From an optimization exercise on the open Yosys and OpenROAD flow, aimed at small area; shortcuts taken in it are not production practice.
The RTL was checked by simulation tests, not by an equivalence proof against the original design.
Power figures rest on the tool's default switching activity, not on a simulated workload. No driver is modelled on the clock port, so clocking that relies on it looks cheaper here than on a real chip.

## alpha
## m8c_issp_target
module m8c_issp_target #(
    parameter int          VEC_SIZE       = 22,
    parameter int          POR_HI_CYCLES  = 15000,
    parameter int          POR_LO_CYCLES  = 4,
    parameter int          EXEC_BUSY_CLKS = 8,
    parameter int          EXEC_ZERO_BITS = 40,
    parameter logic [7:0]  EXEC_REG       = 8'hFF
) (
    input  logic                osc,
    input  logic                rst_n,
    input  logic                vdd_on,
    input  logic                sclk,
    input  logic                sdata_in,
    output logic                sdata_out,
    output logic                sdata_oe,
    output logic                vec_valid,
    output logic [VEC_SIZE-1:0] vec_data,
    output logic                exec_pulse,
    input  logic [7:0]          dbg_addr,
    output logic [7:0]          dbg_data
);
For scale: about 6400 cells after synthesis, ~4200 flip-flops, roughly 47 I/O pins, ~100000 µm² of cells after synthesis.
clock: 6.0 ns
lec_check: 0
cap_margin: 20
core_margin: 2
core_utilization: 70
cts_buf_list: sky130_fd_sc_hd__clkbuf_16
cts_cluster_diameter: 80
cts_cluster_size: 30
setup_slack_margin: 0.2
slew_margin: 20
synth_hierarchical: 1
standard.sh (not shown) runs the stock make flow with config.mk's settings and CLKGATE_MAP_FILE= SYNTH_SCRIPT=/design/flow/synth_recipe.tcl, a recipe that flattens the netlist after the stock synthesis.
==> flow/flow/run.sh <==
#!/bin/bash
# The standard layout (standard.sh), with one change: clock tree synthesis
# runs without dummy loads (-dont_use_dummy_load). The clustering settings are
# the same as config.mk's CTS_* settings. make's full output goes to flow.log;
# each ORFS step also keeps its own log under orfs/logs/.
set -euo pipefail
export CTS_ARGS="-sink_clustering_enable -repair_clock_nets -dont_use_dummy_load -sink_clustering_size 30 -sink_clustering_max_diameter 80 -buf_list sky130_fd_sc_hd__clkbuf_16"
bash standard.sh finish > flow.log 2>&1
alpha finished every step from synthesis to the final layout, and the layout passed the timing, DRC and antenna checks.
The inputs of beta differ from those of alpha as listed below.
==> flow/flow/run.sh <==
#!/bin/bash
# The standard layout (standard.sh) with two changes:
#  - clock tree synthesis runs without dummy loads (-dont_use_dummy_load);
#    its clustering settings are config.mk's CTS_* settings;
#  - the buffer that global placement puts on every input and output port is
#    sky130_fd_sc_hd__buf_2 instead of the flow's default pick.
# make's full output goes to flow.log; each ORFS step also keeps its own log
# under orfs/logs/.
set -euo pipefail
export CTS_ARGS="-sink_clustering_enable -repair_clock_nets -dont_use_dummy_load -sink_clustering_size 30 -sink_clustering_max_diameter 80 -buf_list sky130_fd_sc_hd__clkbuf_16"
export BUFFER_PORTS_ARGS="-buffer_cell sky130_fd_sc_hd__buf_2"
bash standard.sh finish > flow.log 2>&1
## What came out
- beta finished every stage; the final checks, however, were not passed, the failures being antenna rules.
- Of alpha and beta, beta shows the lower post-layout instance count excluding filler cells, with alpha above it.
- alpha and beta ended up with nearly the same switching power share of the total.
- NOTE: sequential portion of the cell area in beta exceeds that of alpha
- Final cell area excluding filler cells, beta vs alpha: down slightly
- The smallest setup slack after layout in beta was higher than what alpha gave.
- alpha and beta ended up with roughly the same combinational share of power.
Here is what was changed in the inputs of gamma compared with beta.
- a change of CTS_CLUSTER_DIAMETER from 80 to 60
==> flow/flow/run.sh <==
#!/bin/bash
# The standard layout (standard.sh), with one change: clock tree synthesis
# runs without dummy loads (-dont_use_dummy_load). The clustering settings are
# the same as config.mk's CTS_* settings. make's full output goes to flow.log;
# each ORFS step also keeps its own log under orfs/logs/.
set -euo pipefail
export CTS_ARGS="-sink_clustering_enable -repair_clock_nets -dont_use_dummy_load -sink_clustering_size 30 -sink_clustering_max_diameter 60 -buf_list sky130_fd_sc_hd__clkbuf_16"
bash standard.sh finish > flow.log 2>&1
### Flow results
gamma | stages: all done | timing, DRC, antenna: all pass
Delta (gamma minus beta): fraction of area in non-clock buffers rose by 0.72 points; placement-stage cell area rose by about 0.6%.
In the flow results for gamma and beta, the area of the multi-input gates is smaller on beta.
Cmp gamma and beta / critical path's largest stage delay / lower: gamma
Total power consumption of the routed design (higher): gamma
| synthesized area | gamma vs beta | ≈ equal |
Shortest clock period the worst path allows after layout, gamma and beta, higher one = gamma.
gamma ended up with a higher final area than beta did.
Summary — logic depth of the worst setup path including buffers, gamma relative to beta: lower, by 1.

-- afterwards: timing with drivers on the ports --
The results above use ideal ports. As a check the final layouts listed here were re-extracted and re-timed, cells and wires unchanged.
Step 1 sets driving cells, clkbuf_16 on the clock port and buf_2 on the other inputs (assumed; they add their load-dependent delay and slew).
Step 2, shift: input delay + t, output delay - t, t = (earliest + latest rising clock arrival at the registers) / 2. This alone moves slack from input paths to output paths.
a / b / c = ideal / step 1 / step 2; a / b = the first two.
run	t (ns)	setup slack, ns	worst setup path after step 2	worst slew at a driven data input, ns
alpha	0.871	0.241 / 0.196 / 0.196	input to output	0.22
beta	0.872	0.303 / 0.220 / 0.246	input to output	0.20
gamma	0.872	0.190 / -0.023 / -0.023	input to output	0.21
Met with ideal ports but missed after step 2: setup timing in gamma. The setup slack of gamma, which loses most, moves by -0.213 ns with the drivers and by -0.213 ns with both steps.
